Background: an optimization exercise with open tools, aiming at a short achievable clock period and few clock cycles per item. Do not read the settings as production practice. In this exercise RTL edits were held to simulation tests only and were not proved equivalent to the original. Power is estimated from default activity; no workload was simulated.

==> design/flow/design.v <==
package core_pkg;
    localparam int XLEN          = 32;
    localparam int NUM_REGS      = 32;
    localparam int MAX_IN_FLIGHT = 2;      
    typedef logic [XLEN-1:0] word_t;
    typedef logic [31:0]     instr_t;
    typedef logic [4:0]      reg_addr_t;
    localparam logic [6:0] OPCODE_OP     = 7'b0110011;
    localparam logic [6:0] OPCODE_OP_IMM = 7'b0010011;
    localparam logic [6:0] FUNCT7_BASE   = 7'b0000000;
    localparam logic [6:0] FUNCT7_ALT    = 7'b0100000;   
    typedef enum logic [3:0] {
        ALU_ADD = 4'd0,
        ALU_SUB = 4'd1,
        ALU_AND = 4'd2,
        ALU_OR  = 4'd3,
        ALU_XOR = 4'd4,
        ALU_SLL = 4'd5,
        ALU_SRL = 4'd6,
        ALU_SRA = 4'd7
    } alu_op_e;
    typedef struct packed {
        alu_op_e   alu_op;
        reg_addr_t rs1;
        reg_addr_t rs2;
        reg_addr_t rd;
        logic      use_imm;      
        word_t     imm;
        logic      reg_write;
        logic      illegal;
    } decoded_t;
    typedef struct packed {
        alu_op_e   alu_op;
        word_t     op_a;
        word_t     op_b;
        reg_addr_t rd;
        logic      reg_write;
        logic      illegal;
    } ex_payload_t;
    typedef struct packed {
        reg_addr_t rd;
        word_t     value;
        logic      reg_write;
        logic      illegal;
    } retire_t;
    localparam int EX_PAYLOAD_W = 4 + 2 * XLEN + 5 + 2;
    localparam int RETIRE_W     = 5 + XLEN + 2;
endpackage
`timescale 1ns/1ps
import core_pkg::*;
module instr_decoder (
    input  core_pkg::instr_t   instr,
    output core_pkg::decoded_t decoded
);
    logic [6:0] opcode;
    logic [2:0] funct3;
    logic [6:0] funct7;
    core_pkg::alu_op_e    op;
    logic       bad;
    assign opcode = instr[6:0];
    assign funct3 = instr[14:12];
    assign funct7 = instr[31:25];
    always_comb begin
        op  = ALU_ADD;
        bad = 1'b0;
        if (opcode == OPCODE_OP) begin
            case ({funct7, funct3})
                {FUNCT7_BASE, 3'b000}: op = ALU_ADD;
                {FUNCT7_ALT,  3'b000}: op = ALU_SUB;
                {FUNCT7_BASE, 3'b111}: op = ALU_AND;
                {FUNCT7_BASE, 3'b110}: op = ALU_OR;
                {FUNCT7_BASE, 3'b100}: op = ALU_XOR;
                {FUNCT7_BASE, 3'b001}: op = ALU_SLL;
                {FUNCT7_BASE, 3'b101}: op = ALU_SRL;
                {FUNCT7_ALT,  3'b101}: op = ALU_SRA;
                default:               bad = 1'b1;   
            endcase
        end else if (opcode == OPCODE_OP_IMM) begin
            case (funct3)
                3'b000: op = ALU_ADD;
                3'b111: op = ALU_AND;
                3'b110: op = ALU_OR;
                3'b100: op = ALU_XOR;
                3'b001: begin
                    op  = ALU_SLL;
                    bad = (funct7 != FUNCT7_BASE);   
                end
                3'b101: begin
                    if (funct7 == FUNCT7_BASE) begin
                        op = ALU_SRL;
                    end else if (funct7 == FUNCT7_ALT) begin
                        op = ALU_SRA;
                    end else begin
                        bad = 1'b1;
                    end
                end
                default: bad = 1'b1;
            endcase
        end else begin
            bad = 1'b1;
        end
    end
    assign decoded.alu_op    = op;
    assign decoded.rs1       = instr[19:15];
    assign decoded.rs2       = instr[24:20];
    assign decoded.rd        = instr[11:7];
    assign decoded.use_imm   = (opcode == OPCODE_OP_IMM);
    assign decoded.imm       = {{(XLEN-12){instr[31]}}, instr[31:20]};   
    assign decoded.reg_write = !bad;
    assign decoded.illegal   = bad;
endmodule
`timescale 1ns/1ps
import core_pkg::*;
module reg_file (
    input  logic                clk,
    input  logic                reset_n,
    input  core_pkg::reg_addr_t read_addr_1,
    input  core_pkg::reg_addr_t read_addr_2,
    output core_pkg::word_t     read_data_1,
    output core_pkg::word_t     read_data_2,
    input  logic                write_enable,
    input  core_pkg::reg_addr_t write_addr,
    input  core_pkg::word_t     write_data
);
    core_pkg::word_t regs [NUM_REGS];
    always_ff @(posedge clk or negedge reset_n) begin
        if (!reset_n) begin
            for (int i = 0; i < NUM_REGS; i++) begin
                regs[i] <= '0;
            end
        end else if (write_enable && (write_addr != '0)) begin   
            regs[write_addr] <= write_data;
        end
    end
    assign read_data_1 = (read_addr_1 == '0) ? '0 : regs[read_addr_1];
    assign read_data_2 = (read_addr_2 == '0) ? '0 : regs[read_addr_2];
endmodule
`timescale 1ns/1ps
import core_pkg::*;
module alu (
    input  core_pkg::alu_op_e op,
    input  core_pkg::word_t   a,
    input  core_pkg::word_t   b,
    output core_pkg::word_t   result
);
    logic [4:0] shamt;
    assign shamt = b[4:0];   
    always_comb begin
        case (op)
            ALU_ADD: result = a + b;
            ALU_SUB: result = a - b;
            ALU_AND: result = a & b;
            ALU_OR:  result = a | b;
            ALU_XOR: result = a ^ b;
            ALU_SLL: result = a << shamt;
            ALU_SRL: result = a >> shamt;
            ALU_SRA: result = $signed(a) >>> shamt;        
            default: result = '0;
        endcase
    end
endmodule
`timescale 1ns/1ps
module pipe_stage #(
    parameter int WIDTH = 1
) (
    input  logic             clk,
    input  logic             reset_n,
    input  logic             in_valid,
    output logic             in_ready,
    input  logic [WIDTH-1:0] in_data,
    output logic             out_valid,
    input  logic             out_ready,
    output logic [WIDTH-1:0] out_data
);
    assign in_ready = !out_valid || out_ready;
    always_ff @(posedge clk or negedge reset_n) begin
        if (!reset_n) begin
            out_valid <= 1'b0;
        end else if (in_ready) begin
            out_valid <= in_valid;
        end
    end
    always_ff @(posedge clk) begin
        if (in_valid && in_ready) begin
            out_data <= in_data;
        end
    end
endmodule
`timescale 1ns/1ps
import core_pkg::*;
module hazard_control (
    input  logic                clk,
    input  logic                reset_n,
    input  logic                in_valid,
    input  core_pkg::reg_addr_t rs1,
    input  core_pkg::reg_addr_t rs2,
    input  logic                uses_rs2,
    input  logic                ex_pending,
    input  logic                wb_pending,
    input  core_pkg::reg_addr_t ex_rd,
    input  core_pkg::reg_addr_t wb_rd,
    input  logic                stage_ready,
    input  logic                retire,
    output logic                in_ready,
    output logic                issue,
    output logic                idle
);
    localparam int CNT_W = $clog2(MAX_IN_FLIGHT + 1);
    logic             armed;         
    logic [CNT_W-1:0] in_flight;
    logic             rs1_hit;
    logic             rs2_hit;
    assign rs1_hit = (rs1 != '0) &&
                     ((ex_pending && (ex_rd == rs1)) || (wb_pending && (wb_rd == rs1)));
    assign rs2_hit = uses_rs2 && (rs2 != '0) &&
                     ((ex_pending && (ex_rd == rs2)) || (wb_pending && (wb_rd == rs2)));
    assign in_ready = armed && stage_ready && !rs1_hit && !rs2_hit;
    assign issue    = in_valid && in_ready;
    assign idle     = (in_flight == '0);
    always_ff @(posedge clk or negedge reset_n) begin
        if (!reset_n) begin
            armed     <= 1'b0;
            in_flight <= '0;
        end else begin
            armed <= 1'b1;
            case ({issue, retire})
                2'b10:   in_flight <= in_flight + 1'b1;
                2'b01:   in_flight <= in_flight - 1'b1;
                default: in_flight <= in_flight;   
            endcase
        end
    end
endmodule
`timescale 1ns/1ps
import core_pkg::*;
module alu_core_top (
    input  logic              clk,
    input  logic              reset_n,
    input  logic              in_valid,
    output logic              in_ready,
    input  core_pkg::instr_t  in_instr,
    output logic              out_valid,
    input  logic              out_ready,
    output core_pkg::retire_t out_retire,
    output logic              idle
);
    core_pkg::decoded_t    dec;
    core_pkg::word_t       rd_data_1;
    core_pkg::word_t       rd_data_2;
    core_pkg::ex_payload_t ex_in;
    core_pkg::ex_payload_t ex_out;
    logic        ex_valid;
    logic        ex_ready;
    logic        issue;
    core_pkg::word_t       alu_result;
    core_pkg::retire_t     wb_in;
    logic        wb_ready;
    logic        retire_fire;
    instr_decoder u_decoder (
        .instr   (in_instr),
        .decoded (dec)
    );
    assign retire_fire = out_valid && out_ready;
    reg_file u_reg_file (
        .clk          (clk),
        .reset_n      (reset_n),
        .read_addr_1  (dec.rs1),
        .read_addr_2  (dec.rs2),
        .read_data_1  (rd_data_1),
        .read_data_2  (rd_data_2),
        .write_enable (retire_fire && out_retire.reg_write),   
        .write_addr   (out_retire.rd),
        .write_data   (out_retire.value)
    );
    hazard_control u_hazard (
        .clk         (clk),
        .reset_n     (reset_n),
        .in_valid    (in_valid),
        .rs1         (dec.rs1),
        .rs2         (dec.rs2),
        .uses_rs2    (!dec.use_imm),
        .ex_pending  (ex_valid && ex_out.reg_write),
        .wb_pending  (out_valid && out_retire.reg_write),
        .ex_rd       (ex_out.rd),
        .wb_rd       (out_retire.rd),
        .stage_ready (ex_ready),
        .retire      (retire_fire),
        .in_ready    (in_ready),
        .issue       (issue),
        .idle        (idle)
    );
    assign ex_in.alu_op    = dec.alu_op;
    assign ex_in.op_a      = rd_data_1;
    assign ex_in.op_b      = dec.use_imm ? dec.imm : rd_data_2;
    assign ex_in.rd        = dec.rd;
    assign ex_in.reg_write = dec.reg_write;
    assign ex_in.illegal   = dec.illegal;
    pipe_stage #(.WIDTH(core_pkg::EX_PAYLOAD_W)) u_ex_stage (
        .clk       (clk),
        .reset_n   (reset_n),
        .in_valid  (issue),
        .in_ready  (ex_ready),
        .in_data   (ex_in),
        .out_valid (ex_valid),
        .out_ready (wb_ready),
        .out_data  (ex_out)
    );
    alu u_alu (
        .op     (ex_out.alu_op),
        .a      (ex_out.op_a),
        .b      (ex_out.op_b),
        .result (alu_result)
    );
    assign wb_in.rd        = ex_out.rd;
    assign wb_in.value     = alu_result;
    assign wb_in.reg_write = ex_out.reg_write;
    assign wb_in.illegal   = ex_out.illegal;
    pipe_stage #(.WIDTH(core_pkg::RETIRE_W)) u_wb_stage (
        .clk       (clk),
        .reset_n   (reset_n),
        .in_valid  (ex_valid),
        .in_ready  (wb_ready),
        .in_data   (wb_in),
        .out_valid (out_valid),
        .out_ready (out_ready),
        .out_data  (out_retire)
    );
endmodule
`timescale 1ns/1ps
module alu_core (
    input  logic        clk,
    input  logic        reset_n,
    input  logic        in_valid,
    output logic        in_ready,
    input  logic [31:0] in_instr,
    output logic        out_valid,
    input  logic        out_ready,
    output logic [4:0]  out_rd,
    output logic [31:0] out_value,
    output logic        out_reg_write,
    output logic        out_illegal,
    output logic        idle
);
    core_pkg::retire_t retire;
    alu_core_top u_core (
        .clk        (clk),
        .reset_n    (reset_n),
        .in_valid   (in_valid),
        .in_ready   (in_ready),
        .in_instr   (in_instr),
        .out_valid  (out_valid),
        .out_ready  (out_ready),
        .out_retire (retire),
        .idle       (idle)
    );
    assign out_rd        = retire.rd;
    assign out_value     = retire.value;
    assign out_reg_write = retire.reg_write;
    assign out_illegal   = retire.illegal;
endmodule
==> design/flow/run.sh <==
#!/bin/bash
# synth_recipe.tcl (not shown) runs the flow's synth.tcl, then flattens the netlist and writes it again
# the make line also repeats each setting of config.mk as NAME=value (left out here)
make -C /OpenROAD-flow-scripts/flow DESIGN_CONFIG=/design/flow/config.mk WORK_HOME=/design/flow/orfs CLKGATE_MAP_FILE= SYNTH_SCRIPT=/design/flow/synth_recipe.tcl finish
==> design/flow/config.mk <==
export PLATFORM = sky130hd
export DESIGN_NAME = alu_core
export DESIGN_NICKNAME = alu_core
export VERILOG_FILES = /design/flow/design.v
export SDC_FILE = /design/flow/constraint.sdc
export NUM_CORES = 8
export LEC_CHECK = 0
export CAP_MARGIN = 20
export CORE_MARGIN = 2
export CORE_UTILIZATION = 30
export SLEW_MARGIN = 20
==> design/flow/constraint.sdc <==
create_clock -name core_clock -period 8.0 [get_ports {clk}]
set_input_delay 1.6000 -clock core_clock [delete_from_list [all_inputs] [get_ports {clk}]]
set_output_delay 1.6000 -clock core_clock [all_outputs]
set_load 0.01 [all_outputs]
==> summary.log <==
[yosys] Cell Area, Synth 61100 sq um
[yosys] post-synth cell types 97
[clock_network] H-tree depth 3
[detailed_routing] number of detailed-routing iterations run before antenna repair 16
[worst_setup_path] worst r2r src u_core.u_ex_stage.out_data[8]$_DFFE_PP_
[yosys] number of instances in the synthesized netlist 5415
[floorplanning] Row Count 165
[yosys] leading cell type by number of instances after synthesis sky130_fd_sc_hd__mux2_2
[clock_network] register clock-pin slew on the reported worst setup and hold paths 0.06 ns
[floorplanning] chip width 455 microns
[yosys] cell types with the largest area share after synthesis sky130_fd_sc_hd__dfrtp_1 (41%), sky130_fd_sc_hd__mux2_2 (18%), sky130_fd_sc_hd__a22oi_1 (7.5%), sky130_fd_sc_hd__edfxtp_1 (5.5%), sky130_fd_sc_hd__a221oi_1 (2.0%)
[global_routing] number of global-route vias before repair 52700
[layout] number of non-filler instances in the completed layout 8101
[worst_setup_path] R2R depth 16
[detailed_routing] wire per inst 38.0 microns
[worst_setup_path] crit path kind input port to output pin
[clock_network] TritonCTS Sinks 1110
[detailed_routing] Post-Route WL 308000 microns
[detailed_routing] Antenna Violating Nets Remaining 0
[layout] share of final-layout standard cells stronger than drive strength 1 29.2%
[sta] final worst clock skew 0.0843 ns
[run_status] status finished clean
[layout] area overhead of the layout relative to synthesis 13.8%
[worst_setup_path] register-to-register setup slack 2.51 ns
[worst_setup_path] Req. time, crit path 6.40 ns
[yosys] Syn. warnings 7
[yosys] Synth Flop Type sky130_fd_sc_hd__dfrtp_1
[sta] setup violation total in the final timing report 0
[sta] Worst Max-Slew Pin Slew 1.32 ns
[yosys] register area share after synthesis 46.4%
[layout] number of nets in the layout 5443
[detailed_routing] detail-routed via count per cell 6.84
[worst_setup_path] CP Data Arrival Time 5.15 ns
[min_path] Min-Delay Path Class register to register
[global_routing] global-route wire length before repair 423000 microns
[floorplanning] number of top-level pins 78
[yosys] Post-synth EDFFs 113
[sta] final sum of negative setup slack 0 ns
[clock_network] Max clock buf depth 3
[detailed_routing] via count 55400
[placement] count of buffers inserted at the top-level ports 77
[sta] fin. max-slew vios 0
[worst_setup_path] Critical-path top delay cell sky130_fd_sc_hd__clkdlybuf4s50_1
[sta] setup repair after global routing missed its margin false
[pwr] Worst IR Drop VDD 0.194 mV
[sta] ratio of final minimum period to clock period 84.4%
[clock_network] count of hold-fix buffers inserted at cts 0
[worst_setup_path] cell depth of the worst setup path 7
[worst_setup_path] launch point of the critical path in_instr[16]
[pwr] Leak 30.0 nW
[worst_setup_path] Critical Path Most Common Cell sky130_fd_sc_hd__clkdlybuf4s50_1
[worst_setup_path] Worst setup endpoint in_ready
[worst_setup_path] critical register-to-register path endpoint u_core.u_wb_stage.out_data[30]$_DFFE_PP_
[yosys] share of async-settable or async-resettable flops after synthesis 89.8%
[worst_setup_path] critical path buffer and inverter count 3
[sta] maximum frequency from static timing analysis 0.148 GHz
[yosys] net count after synthesis 5550
[placement] post-DP HPWL 188000 microns
[pwr] PwrDens 207 nW/um^2
[global_routing] maximum number of pins on one net before global-route repair 188
[yosys] top-area cell type share of the netlist area 40.8%
[global_routing] initial antenna violation count 24
[clock_network] insertion delay of the later-clocked pin in the worst-skew pair 0.82 ns
[clock_network] Post-CTS Setup Repair Bufs 0
[worst_setup_path] sort of element at the start of the critical path input port
[clock_network] clock buffer count from CTS 116
[worst_setup_path] cell family with most CP delay buffers and inverters
[sta] worst slew margin relative to its limit 11.6%
[placement] number of placed instances with taps included 7846
[floorplanning] starting density of the core 30.2%
[global_routing] gr usage total 28.5%
[yosys] cell type with the highest aggregate area in the netlist sky130_fd_sc_hd__dfrtp_1
[yosys] most frequent cells after synthesis sky130_fd_sc_hd__mux2_2 (1002), sky130_fd_sc_hd__dfrtp_1 (997), sky130_fd_sc_hd__a22oi_1 (613)
[floorplanning] die outline area 207000 sq um
[worst_setup_path] crit end category output pin
[worst_setup_path] largest stage delay on the critical path 1.02 ns
[floorplanning] Placeable Area 202000 sq um
[detailed_routing] first-iteration detailed-routing DRC count 12700
[yosys] register bit count reported by yosys 1110
[worst_setup_path] cells traversed along the worst timing path clkdlybuf4s50_1 -> or2_2 -> nor2_1 -> a21oi_1 -> a211oi_1 -> buf_4 -> clkdlybuf4s50_1
[detailed_routing] DRC violations left 0
[worst_setup_path] largest driver fanout on the critical path 17
[floorplanning] vertical extent of the die 455 microns
[placement] Placer Congestion 1.00
[global_routing] total overflow reported by the global router 0
[sta] Hold Vio Cnt, Final 0
[yosys] average cell area after synthesis 11.3 sq um
[sta] clock period minus worst slack 6.75 ns
[clock_network] TritonCTS clock tree yes
[job] Max-Cap Viols 0
[clock_network] Root Buffer Master sky130_fd_sc_hd__clkbuf_16
[clock_network] count of cells resized by post-cts repair 0
## final cells by class
type	count	area, sq um
Inverter	82	309
Antenna cell	21	52.6
Clock inverter	55	627
Fill cell	20000	133000
Tap cell	2672	3340
Multi-Input combinational cell	3709	30800
Timing Repair Buffer	289	2690
Clock buffer	163	3380
Sequential cell	1110	28300
## layer usage
| layer | vias to the layer above | track usage, % | wire (microns) | part of all wire, % |
|---|---|---|---|---|
| met4 | 20 | 17.3 | 25500 | 8.3 |
| met1 | 27400 | 35.5 | 112000 | 36 |
| met2 | 5430 | 39.4 | 121000 | 39 |
| li1 | 20600 | - | - | - |
| met5 | - | 0.896 | 203 | 0.066 |
| met3 | 1852 | 13.8 | 49700 | 16 |
## placed cells by master, fill, tap and decap left out, types with 24 or more instances in the layout
| cell | Yosys | final |
|---|---|---|
| sky130_fd_sc_hd__buf_4 | 10 | 185 |
| sky130_fd_sc_hd__o21ai_0 | 114 | 114 |
| sky130_fd_sc_hd__nand4_1 | 140 | 140 |
| sky130_fd_sc_hd__dfrtp_1 | 997 | 997 |
| sky130_fd_sc_hd__mux4_2 | 27 | 27 |
| sky130_fd_sc_hd__a31oi_1 | 26 | 26 |
| sky130_fd_sc_hd__a22oi_1 | 613 | 613 |
| sky130_fd_sc_hd__clkbuf_8 | 0 | 24 |
| sky130_fd_sc_hd__o21ai_1 | 27 | 27 |
| sky130_fd_sc_hd__edfxtp_1 | 113 | 113 |
| sky130_fd_sc_hd__clkdlybuf4s50_1 | 0 | 74 |
| sky130_fd_sc_hd__clkbuf_16 | 0 | 119 |
| sky130_fd_sc_hd__nor3_1 | 74 | 72 |
| sky130_fd_sc_hd__a221oi_1 | 140 | 140 |
| sky130_fd_sc_hd__nor2_4 | 0 | 78 |
| sky130_fd_sc_hd__a21oi_1 | 211 | 210 |
| sky130_fd_sc_hd__xnor2_1 | 54 | 54 |
| sky130_fd_sc_hd__ha_1 | 98 | 98 |
| sky130_fd_sc_hd__nand2_1 | 231 | 224 |
| sky130_fd_sc_hd__a222oi_1 | 53 | 53 |
| sky130_fd_sc_hd__mux2_2 | 1002 | 1002 |
| sky130_fd_sc_hd__a22o_1 | 120 | 120 |
| sky130_fd_sc_hd__nor2_1 | 268 | 189 |
| sky130_fd_sc_hd__inv_1 | 78 | 77 |
| sky130_fd_sc_hd__nand3_1 | 76 | 74 |
| sky130_fd_sc_hd__a211oi_1 | 25 | 25 |
| sky130_fd_sc_hd__mux2i_1 | 76 | 76 |
| sky130_fd_sc_hd__clkinv_2 | 0 | 25 |
## worst min-delay path by stage
| stage | start | end | slack, ns | depth (start not counted) |
|---|---|---|---|---|
| global route | u_core.u_ex_stage.out_data[0]$_DFFE_PP_ | u_core.u_wb_stage.out_data[0]$_DFFE_PP_ | 0.43 | 0 |
| floorplan | u_core.u_ex_stage.out_data[0]$_DFFE_PP_ | u_core.u_wb_stage.out_data[0]$_DFFE_PP_ | 0.40 | 0 |
| detailed placement | u_core.u_ex_stage.out_data[0]$_DFFE_PP_ | u_core.u_wb_stage.out_data[0]$_DFFE_PP_ | 0.41 | 0 |
| global placement | u_core.u_ex_stage.out_data[0]$_DFFE_PP_ | u_core.u_wb_stage.out_data[0]$_DFFE_PP_ | 0.40 | 0 |
| CTS | u_core.u_ex_stage.out_data[0]$_DFFE_PP_ | u_core.u_wb_stage.out_data[0]$_DFFE_PP_ | 0.42 | 0 |
| finish | u_core.u_ex_stage.out_data[0]$_DFFE_PP_ | u_core.u_wb_stage.out_data[0]$_DFFE_PP_ | 0.43 | 0 |
## per-stage QoR
step                area (sq um)  util (%)  hold WS, ns  total power, mW  setup WS [ns]
floorplan                  61100         -        0.400             7.68           3.05
global placement           65100      32.2        0.404             8.56           1.37
detailed placement         65200      32.2        0.408             8.60           1.32
CTS                        69200      34.2        0.424             14.3           1.33
global route               69500      34.4        0.427             14.8           1.25
finish                     69600      34.4        0.433             14.4           1.25
## registers in the layout, summed over array words and instances (netlist names)
name and flops:
u_core.u_reg_file.regs 992, u_core.u_ex_stage.out_data 74, u_core.u_wb_stage.out_data 39, u_core.u_hazard.in_flight 2
u_core.u_ex_stage.out_valid 1, u_core.u_hazard.armed 1, u_core.u_wb_stage.out_valid 1
## power breakdown
group	internal, mW	switching [mW]
logic	0.723	1.13
clock network	3.25	2.52
registers	6.19	0.602
total	10.2	4.25
## cell families (layout without fill, tap and decap cells)
family | count (synthesis) | in the layout | synth area share [%]
AO/OA/AOI/OAI | 1481 | 1481 | 17.7
multiplexers | 1111 | 1111 | 20.9
flip-flops | 1110 | 1110 | 46.4
AND/OR/NAND/NOR | 943 | 943 | 7.53
buffers and inverters | 596 | 589 | 4.35
adder cells (fa/ha/maj) | 99 | 99 | 2.04
XOR/XNOR | 74 | 74 | 1.06
other | 1 | 22 | 0.00613
Testbench counts, summed over its fixed seeds: cycles 23,987, items 12,000.

## port drivers added, routing unchanged
No port has a modelled driver above. Below, the same layout with a new extraction and two added sets of constraints. Step 1 (the two cells are an assumption about what drives the block):
set clk [get_ports {clk}]
set_driving_cell -lib_cell sky130_fd_sc_hd__clkbuf_16 $clk
set_driving_cell -lib_cell sky130_fd_sc_hd__buf_2 [delete_from_list [all_inputs] $clk]
Step 2 times the ports against the registers' clock, not the clock port: input delays grow and output delays shrink by t, the midpoint of the rising clock arrivals with the driver on. Slacks: ideal ports / drivers / drivers and shift; pairs: ideal ports / drivers.
t, ns: 0.862
setup slack, ns: 1.246 / 1.221 / 1.221
worst hold slack (ns): 0.433 / 0.433 / 0.433
worst register clock-pin slew, ns: 0.07 / 0.07
After both steps this run still meets setup and hold. The setup slack of this run moves by -0.025 ns with the drivers and by -0.025 ns with both steps.
